What follows belongs to an exercise in optimizing a design on an open flow for small area and a short achievable clock period; a production flow would make more cautious choices.
RTL that was checked went through simulation tests only; none was proved equivalent to the original.

==> run a: inputs <==
// mac_top
module mac_top #(
   parameter int A_WIDTH = 18,    
   parameter int B_WIDTH = 18,    
   parameter int P_WIDTH = 48     
) (
   input  logic                      clk,
   input  logic                      rst_n,
   input  logic signed [A_WIDTH-1:0] data_a,
   input  logic signed [B_WIDTH-1:0] data_b,
   input  mac_pkg::mac_op_e          op,
   input  logic                      activate_mac,   
   output logic signed [P_WIDTH-1:0] data_p,
   output logic                      p_valid
);
==> flow/config.mk <==
export PLATFORM = sky130hd
export DESIGN_NAME = mac_top
export DESIGN_NICKNAME = mac_top
export VERILOG_FILES = /design/flow/design.v
export SDC_FILE = /design/flow/constraint.sdc
export NUM_CORES = 4
export LEC_CHECK = 0
export CAP_MARGIN = 20
export CORE_MARGIN = 2
export CORE_UTILIZATION = 40
export CTS_BUF_LIST = sky130_fd_sc_hd__clkbuf_8
export CTS_CLUSTER_SIZE = 30
export SLEW_MARGIN = 20
export TNS_END_PERCENT = 5
==> flow/constraint.sdc <==
create_clock -name core_clock -period 10.0 [get_ports {clk}]
set_input_delay 2.0000 -clock core_clock [delete_from_list [all_inputs] [get_ports {clk}]]
set_output_delay 2.0000 -clock core_clock [all_outputs]
set_load 0.01 [all_outputs]
standard.sh (not shown) runs the stock make flow with config.mk's settings and CLKGATE_MAP_FILE= SYNTH_SCRIPT=/design/flow/synth_recipe.tcl, a recipe that flattens the netlist after the stock synthesis.
==> flow/flow/run.sh <==
#!/bin/bash
# The standard layout with these changes:
#  - Yosys's coarse 'synth' calls run with -noabc, so that extract_fa sees the
#    full and half adders as the RTL writes them (the later ABC mapping pass is
#    unchanged);
#  - the port buffers are buf_1 cells (buffer_ports -buffer_cell);
#  - timing repair aims at a setup margin of 6.75 ns.
# The SDC (clock period, I/O delays, loads) is the standard flow's, unchanged. Each make
# step's log stays under orfs/logs; make's own output goes to flow_make.log.
set -euo pipefail
grep -q '^proc synth {args} { yosys synth -nofsm -noshare {\*}$args }' synth_recipe.tcl
sed 's/yosys synth -nofsm -noshare /yosys synth -nofsm -noshare -noabc /' synth_recipe.tcl > synth_noabc.tcl
bash standard.sh SYNTH_SCRIPT=$PWD/synth_noabc.tcl SETUP_SLACK_MARGIN=6.75 \
  "BUFFER_PORTS_ARGS=-buffer_cell sky130_fd_sc_hd__buf_1" finish > flow_make.log 2>&1
==> run b: changes against run a <==
--- a/flow/design.v
+++ b/flow/design.v
@@ -39,35 +39,36 @@
          act_q    <= activate_mac;
          clr1_q   <= req & ((op == mac_pkg::MAC_LOAD) | (op == mac_pkg::MAC_CLEAR));
          valid1_q <= req;
          valid2_q <= valid1_q;
       end
    end
+   always_ff @(posedge clk) begin
+      clr2_q <= clr1_q;
+   end
    logic zero1_q, zero2_q;
    always_ff @(posedge clk or negedge rst_n) begin
       if (!rst_n) begin
          zero1_q <= 1'b1;
          zero2_q <= 1'b1;
       end else begin
          zero1_q <= 1'b0;
          zero2_q <= zero1_q;
       end
    end
-   always_ff @(posedge clk) begin
-      clr2_q <= clr1_q | zero2_q;
-   end
-   assign clr   = clr2_q;
+   assign clr   = clr2_q | zero2_q;
    assign valid = valid2_q;
 endmodule
 `timescale 1ns/1ps
 module mac_mult_stage #(
    parameter int A_WIDTH = 18,
    parameter int B_WIDTH = 18,
    parameter int P_WIDTH = 48
 ) (
    input  logic                      clk,
+   input  logic                      rst_n,
    input  logic signed [A_WIDTH-1:0] data_a,
    input  logic signed [B_WIDTH-1:0] data_b,
    input  logic                      kill,      
    input  logic                      sub,       
    output logic        [P_WIDTH-1:0] row0,
    output logic        [P_WIDTH-1:0] row1
@@ -84,16 +85,22 @@
                        (~bx[2*i+2] & bx[2*i+1] & bx[2*i])) & ~kill;
       assign neg[i] = (bx[2*i+2] ^ sub) & ~kill;
    end
    always_ff @(posedge clk) begin
       a_q <= data_a;
    end
-   always_ff @(posedge clk) begin
-      one_q <= one;
-      two_q <= two;
-      neg_q <= neg;
+   always_ff @(posedge clk or negedge rst_n) begin
+      if (!rst_n) begin
+         one_q <= '0;
+         two_q <= '0;
+         neg_q <= '0;
+      end else begin
+         one_q <= one;
+         two_q <= two;
+         neg_q <= neg;
+      end
    end
    assign ax = {a_q[A_WIDTH-1], a_q};
    logic pp0_0, pp0_1, pp0_2, pp0_3, pp0_4, pp0_5, pp0_6, pp0_7, pp0_8, pp0_9, pp0_10, pp0_11;
    logic pp0_12, pp0_13, pp0_14, pp0_15, pp0_16, pp0_17, pp0_18, pp1_0, pp1_1, pp1_2, pp1_3, pp1_4;
    logic pp1_5, pp1_6, pp1_7, pp1_8, pp1_9, pp1_10, pp1_11, pp1_12, pp1_13, pp1_14, pp1_15, pp1_16;
    logic pp1_17, pp1_18, pp2_0, pp2_1, pp2_2, pp2_3, pp2_4, pp2_5, pp2_6, pp2_7, pp2_8, pp2_9;
@@ -1048,12 +1055,13 @@
    mac_mult_stage #(
       .A_WIDTH (A_WIDTH),
       .B_WIDTH (B_WIDTH),
       .P_WIDTH (P_WIDTH)
    ) u_mult (
       .clk   (clk),
+      .rst_n (rst_n),
       .data_a (data_a),
       .data_b (data_b),
       .kill  (kill),
       .sub   (sub),
       .row0  (row0),
       .row1  (row1)
==> flow/flow/run.sh (replaced) <==
#!/bin/bash
# The standard layout with three changes:
#  - Yosys's coarse 'synth' calls run with -noabc, so that extract_fa sees the
#    full and half adders as the RTL writes them (the later ABC mapping pass is
#    unchanged);
#  - the port buffers are buf_2 cells (buffer_ports -buffer_cell);
#  - timing repair aims at a setup margin of 6.5 ns.
# The SDC (clock period, I/O delays, loads) is the standard flow's, unchanged. Each make
# step's log stays under orfs/logs; make's own output goes to flow_make.log.
set -euo pipefail
grep -q '^proc synth {args} { yosys synth -nofsm -noshare {\*}$args }' synth_recipe.tcl
sed 's/yosys synth -nofsm -noshare /yosys synth -nofsm -noshare -noabc /' synth_recipe.tcl > synth_noabc.tcl
bash standard.sh SYNTH_SCRIPT=$PWD/synth_noabc.tcl SETUP_SLACK_MARGIN=6.5 \
  "BUFFER_PORTS_ARGS=-buffer_cell sky130_fd_sc_hd__buf_2" finish > flow_make.log 2>&1
CTS_CLUSTER_SIZE = not set   (was 30)
TNS_END_PERCENT = not set   (was 5)
==> run notes <==
Multi-input combinational area share: run b 60.84%; run a 60.75%
Fin area: run b 0.01548 mm²; run a 0.01538 mm²
Routed vias: run b 9175; run a 9446
Run status: run b no timing/DRC/antenna violations; run a no timing/DRC/antenna violations
Fraction of standard cell area that is sequential: run b 23.83%; run a 23.23%
Post-synthesis async set-or-reset flop share: run b 20.00%; run a 4.118%
Total global-route track usage: run b 20.30%; run a 19.84%
GR Layer Usage met3: run b 5.269%; run a 4.150%
Via count of the first global-routing pass: run b 9341; run a 9294
Synthesized instance count: run b 1192; run a 1215
Routing layer with the top usage in global route: run b met1; run a met2
Final standard cell count with taps included and fillers excluded: run b 1697; run a 1754
Buffering overhead: run b 8.201%; run a 8.740%
Met2 capacity usage during global routing: run b 29.43%; run a 29.61%
Only the layout flow was run in run b; the RTL was not checked for function there.


==> try-cedar: inputs <==
mac_top, a different RTL version from the one above (not shown whole).
Settings: LEC_CHECK=0, CAP_MARGIN=20, CORE_MARGIN=2, CORE_UTILIZATION=40, SLEW_MARGIN=20; clock period 10.0 ns.
==> flow/flow/run.sh <==
#!/bin/bash
# The standard layout with two changes:
#  - Yosys's coarse 'synth' calls run with -noabc, so that extract_fa sees the
#    full and half adders as the RTL writes them (the later ABC mapping pass is
#    unchanged);
#  - timing repair aims at a setup margin of 6.5 ns.
# The SDC (clock period, I/O delays, loads) is the standard flow's, unchanged.
set -euo pipefail
grep -q '^proc synth {args} { yosys synth -nofsm -noshare {\*}$args }' synth_recipe.tcl
sed 's/yosys synth -nofsm -noshare /yosys synth -nofsm -noshare -noabc /' synth_recipe.tcl > synth_noabc.tcl
bash standard.sh SYNTH_SCRIPT=$PWD/synth_noabc.tcl SETUP_SLACK_MARGIN=6.5 finish > flow_make.log 2>&1
==> inputs of try-nickel, as changes to try-cedar <==
==> flow/flow/run.sh (replaced) <==
#!/bin/bash
# The standard layout with two changes:
#  - Yosys's coarse 'synth' calls run with -noabc, so that extract_fa sees the
#    full and half adders as the RTL writes them (the later ABC mapping pass is
#    unchanged);
#  - timing repair aims at a setup margin of 7.0 ns.
# The SDC (clock period, I/O delays, loads) is the standard flow's, unchanged.
set -euo pipefail
grep -q '^proc synth {args} { yosys synth -nofsm -noshare {\*}$args }' synth_recipe.tcl
sed 's/yosys synth -nofsm -noshare /yosys synth -nofsm -noshare -noabc /' synth_recipe.tcl > synth_noabc.tcl
bash standard.sh SYNTH_SCRIPT=$PWD/synth_noabc.tcl SETUP_SLACK_MARGIN=7.0 finish > flow_make.log 2>&1
==> results.sh <==
export IMPL_max_freq_mhz=277
export IMPL_critPathArrivalTime_ns=3.94
export IMPL_stdcell_area_sq_um=17300
export IMPL_min_period_over_period=0.361
export IMPL_placed_cells=1753
export IMPL_drive_gt1_frac=0.217
export IMPL_status="finished clean"
export IMPL_cts_resized=91
export IMPL_dr_pass1_iters=5
export IMPL_clock_latency_ns=0.44
the above is filed under try-cedar

==> results.sh <==
export IMPL_grt_busiest_layer="met2"
export IMPL_max_freq_mhz=267
export IMPL_critPathArrivalTime_ns=4.11
export IMPL_placed_cells=1758
export IMPL_cts_resized=457
export IMPL_status="finished clean"
export IMPL_dr_pass1_iters=7
export IMPL_stdcell_area_sq_um=18800
export IMPL_clock_latency_ns=0.45
the above is filed under try-nickel



==> trial 27: inputs <==
mac_top, a different RTL version from the one above (not shown whole).
export LEC_CHECK = 0
export CAP_MARGIN = 20
export CORE_MARGIN = 2
export CORE_UTILIZATION = 40
export SLEW_MARGIN = 20
create_clock -name core_clock -period 10.0 [get_ports {clk}]
==> flow/flow/run.sh <==
#!/bin/bash
# The standard layout with three changes:
#  - Yosys's coarse 'synth' calls run with -noabc, so that extract_fa sees the
#    full and half adders as the RTL writes them (the later ABC mapping pass is
#    unchanged);
#  - the port buffers are buf_2 cells (buffer_ports -buffer_cell);
#  - timing repair aims at a setup margin of 6.5 ns.
# The SDC (clock period, I/O delays, loads) is the standard flow's, unchanged. Each make
# step's log stays under orfs/logs; make's own output goes to flow_make.log.
set -euo pipefail
grep -q '^proc synth {args} { yosys synth -nofsm -noshare {\*}$args }' synth_recipe.tcl
sed 's/yosys synth -nofsm -noshare /yosys synth -nofsm -noshare -noabc /' synth_recipe.tcl > synth_noabc.tcl
bash standard.sh SYNTH_SCRIPT=$PWD/synth_noabc.tcl SETUP_SLACK_MARGIN=6.5 \
  "BUFFER_PORTS_ARGS=-buffer_cell sky130_fd_sc_hd__buf_2" finish > flow_make.log 2>&1
==> trial 22 (differences from trial 27) <==
--- a/flow/flow/run.sh
+++ b/flow/flow/run.sh
@@ -5,5 +5,5 @@
 #    unchanged);
 #  - the port buffers are buf_2 cells (buffer_ports -buffer_cell);
-#  - timing repair aims at a setup margin of 6.5 ns.
+#  - timing repair aims at a setup margin of 6.65 ns.
 # The SDC (clock period, I/O delays, loads) is the standard flow's, unchanged. Each make
 # step's log stays under orfs/logs; make's own output goes to flow_make.log.
@@ -11,4 +11,4 @@
 grep -q '^proc synth {args} { yosys synth -nofsm -noshare {\*}$args }' synth_recipe.tcl
 sed 's/yosys synth -nofsm -noshare /yosys synth -nofsm -noshare -noabc /' synth_recipe.tcl > synth_noabc.tcl
-bash standard.sh SYNTH_SCRIPT=$PWD/synth_noabc.tcl SETUP_SLACK_MARGIN=6.5 \
+bash standard.sh SYNTH_SCRIPT=$PWD/synth_noabc.tcl SETUP_SLACK_MARGIN=6.65 \
   "BUFFER_PORTS_ARGS=-buffer_cell sky130_fd_sc_hd__buf_2" finish > flow_make.log 2>&1
==> run notes <==
quantity	trial 22	trial 27
Required time of the critical path	10,330 ps	10,340 ps
Smallest setup slack after layout	6530 ps	6450 ps
First-iteration detailed-routing DRC count	892	761
Met2 GRT Util	30.6%	29.4%
Critical Path End	u_acc.p_q[47]	u_acc.p_q[43]
Final worst hold slack	358 ps	351 ps
Cell total after placement	1,695	1,694
Count of cell instances traversed by the critical path	13	14
Routed met1 length	14.9 mm	14.6 mm
Metal2 WL	15.1 mm	14.3 mm
Worst reg-to-reg path cell count	13	14
Vias	9,515	9,127
Global placer's final weighted congestion	0.820	0.827
Outcome	complete, no violations	complete, no violations
Arrival time worst endpoint	3810 ps	3890 ps
Post-route minimum period	3470 ps	3550 ps
Function was not checked in any run of this note: the RTL went through the layout flow alone.


==> 11-14 <==
mac_top, a different RTL version from the one above (not shown whole).
==> flow/config.mk <==
export PLATFORM = sky130hd
export DESIGN_NAME = mac_top
export DESIGN_NICKNAME = mac_top
export VERILOG_FILES = /design/flow/design.v
export SDC_FILE = /design/flow/constraint.sdc
export NUM_CORES = 4
export LEC_CHECK = 0
export ABC_AREA = 1
export CAP_MARGIN = 20
export CORE_MARGIN = 2
export CORE_UTILIZATION = 40
export SLEW_MARGIN = 20
==> flow/constraint.sdc <==
create_clock -name core_clock -period 10.0 [get_ports {clk}]
set_input_delay 2.0000 -clock core_clock [delete_from_list [all_inputs] [get_ports {clk}]]
set_output_delay 2.0000 -clock core_clock [all_outputs]
set_load 0.01 [all_outputs]
==> flow/flow/run.sh <==
#!/bin/bash
# The standard layout with three changes:
#  - Yosys's coarse 'synth' calls run with -noabc, so that extract_fa sees the
#    full and half adders as the RTL writes them (the later ABC mapping pass is
#    unchanged);
#  - the port buffers are buf_2 cells (buffer_ports -buffer_cell);
#  - timing repair aims at a setup margin of 6.5 ns.
# The SDC (clock period, I/O delays, loads) is the standard flow's, unchanged. Each make
# step's log stays under orfs/logs; make's own output goes to flow_make.log.
set -euo pipefail
grep -q '^proc synth {args} { yosys synth -nofsm -noshare {\*}$args }' synth_recipe.tcl
sed 's/yosys synth -nofsm -noshare /yosys synth -nofsm -noshare -noabc /' synth_recipe.tcl > synth_noabc.tcl
bash standard.sh SYNTH_SCRIPT=$PWD/synth_noabc.tcl SETUP_SLACK_MARGIN=6.5 \
  "BUFFER_PORTS_ARGS=-buffer_cell sky130_fd_sc_hd__buf_2" finish > flow_make.log 2>&1
==> 10-27: changes against 11-14 <==
ABC_AREA = default   (was 1)
CORE_UTILIZATION = 55   (was 40)
PLACE_DENSITY = 0.7   (was default)
==> 07-10: changes against 11-14 <==
--- a/flow/flow/run.sh
+++ b/flow/flow/run.sh
@@ -6,3 +6,3 @@
 #  - the port buffers are buf_2 cells (buffer_ports -buffer_cell);
-#  - timing repair aims at a setup margin of 6.5 ns.
+#  - timing repair aims at a setup margin of 6.65 ns.
 # The SDC (clock period, I/O delays, loads) is the standard flow's, unchanged. Each make
@@ -12,3 +12,3 @@
 sed 's/yosys synth -nofsm -noshare /yosys synth -nofsm -noshare -noabc /' synth_recipe.tcl > synth_noabc.tcl
-bash standard.sh SYNTH_SCRIPT=$PWD/synth_noabc.tcl SETUP_SLACK_MARGIN=6.5 \
+bash standard.sh SYNTH_SCRIPT=$PWD/synth_noabc.tcl SETUP_SLACK_MARGIN=6.65 \
   "BUFFER_PORTS_ARGS=-buffer_cell sky130_fd_sc_hd__buf_2" finish > flow_make.log 2>&1
ABC_AREA = default   (was 1)
==> results.cfg <==
[final_layout]
sh_seq_area_pct = 25.4
drive_gt1_share_pct = 22.7

[place]
place_area_mm2 = 0.0146

[run_status]
outcome = finished clean

[yosys]
synth-simple-area-share_pct = 10.0
syn_avg_cell_area_um2 = 9.64
syn_inst = 1437

[global_routing]
grt_max_degree = 82
use_met2_pct = 30.9

[floorplan]
start_util_pct = 40.4

[critical_path]
critPathRequiredTime_ns = 10.39
# the run above: 11-14

==> results.cfg <==
[run_status]
outcome = finished clean

[critical_path]
critPathRequiredTime_ns = 10.32

[yosys]
syn_inst = 1181

[global_routing]
grt_max_degree = 78

[place]
place_area_mm2 = 0.0140
# the run above: 10-27

==> results.cfg <==
[critical_path]
ff2ff_path_depth = 14

[final_layout]
drive_gt1_share_pct = 35.2
sh_seq_area_pct = 25.5

[floorplan]
start_util_pct = 40.9

[global_routing]
use_met2_pct = 28.7
grt_max_degree = 90

[run_status]
outcome = finished clean

[yosys]
synth-simple-area-share_pct = 6.02

[place]
place_area_mm2 = 0.0142
# the run above: 07-10

Function was not checked in any run of this note: the RTL went through the layout flow alone.

==> port drivers added, routing unchanged <==
How much do the figures lean on ideal ports? The routed layouts below were timed once more, with nothing changed but the port constraints. Step 1 sets driving cells, clkbuf_16 on the clock port and buf_2 on the other inputs (assumed; they add their load-dependent delay and slew). Step 2 adds t to the input delays and takes it off the output delays; t is the mean of the earliest and latest rising clock arrival at the registers after step 1. Input paths then give back, and output paths get back, about the clock's delay inside the block. a / b / c = no drivers / after step 1 / after step 2; a / b = the first two.
run	t (ns)	setup slack, ns	worst setup path at the end
run a	0.534	6.672 / 6.672 / 6.637	input to register
run b	0.519	6.387 / 6.387 / 6.387	register to register
try-cedar	0.489	6.392 / 6.392 / 6.288	input to register
try-nickel	0.491	6.257 / 6.257 / 6.257	register to register
trial 27	0.489	6.446 / 6.446 / 6.446	register to register
trial 22	0.492	6.529 / 6.529 / 6.529	register to register
11-14	0.497	6.583 / 6.583 / 6.506	input, reset recovery
10-27	0.471	6.439 / 6.439 / 6.439	register to register
07-10	0.483	6.514 / 6.514 / 6.514	register to register
After both steps every run listed still meets setup and hold. For try-cedar, which loses most, drivers alone change the setup slack by 0.000 ns; drivers and shift together by -0.104 ns. Setup slack includes reset recovery checks.
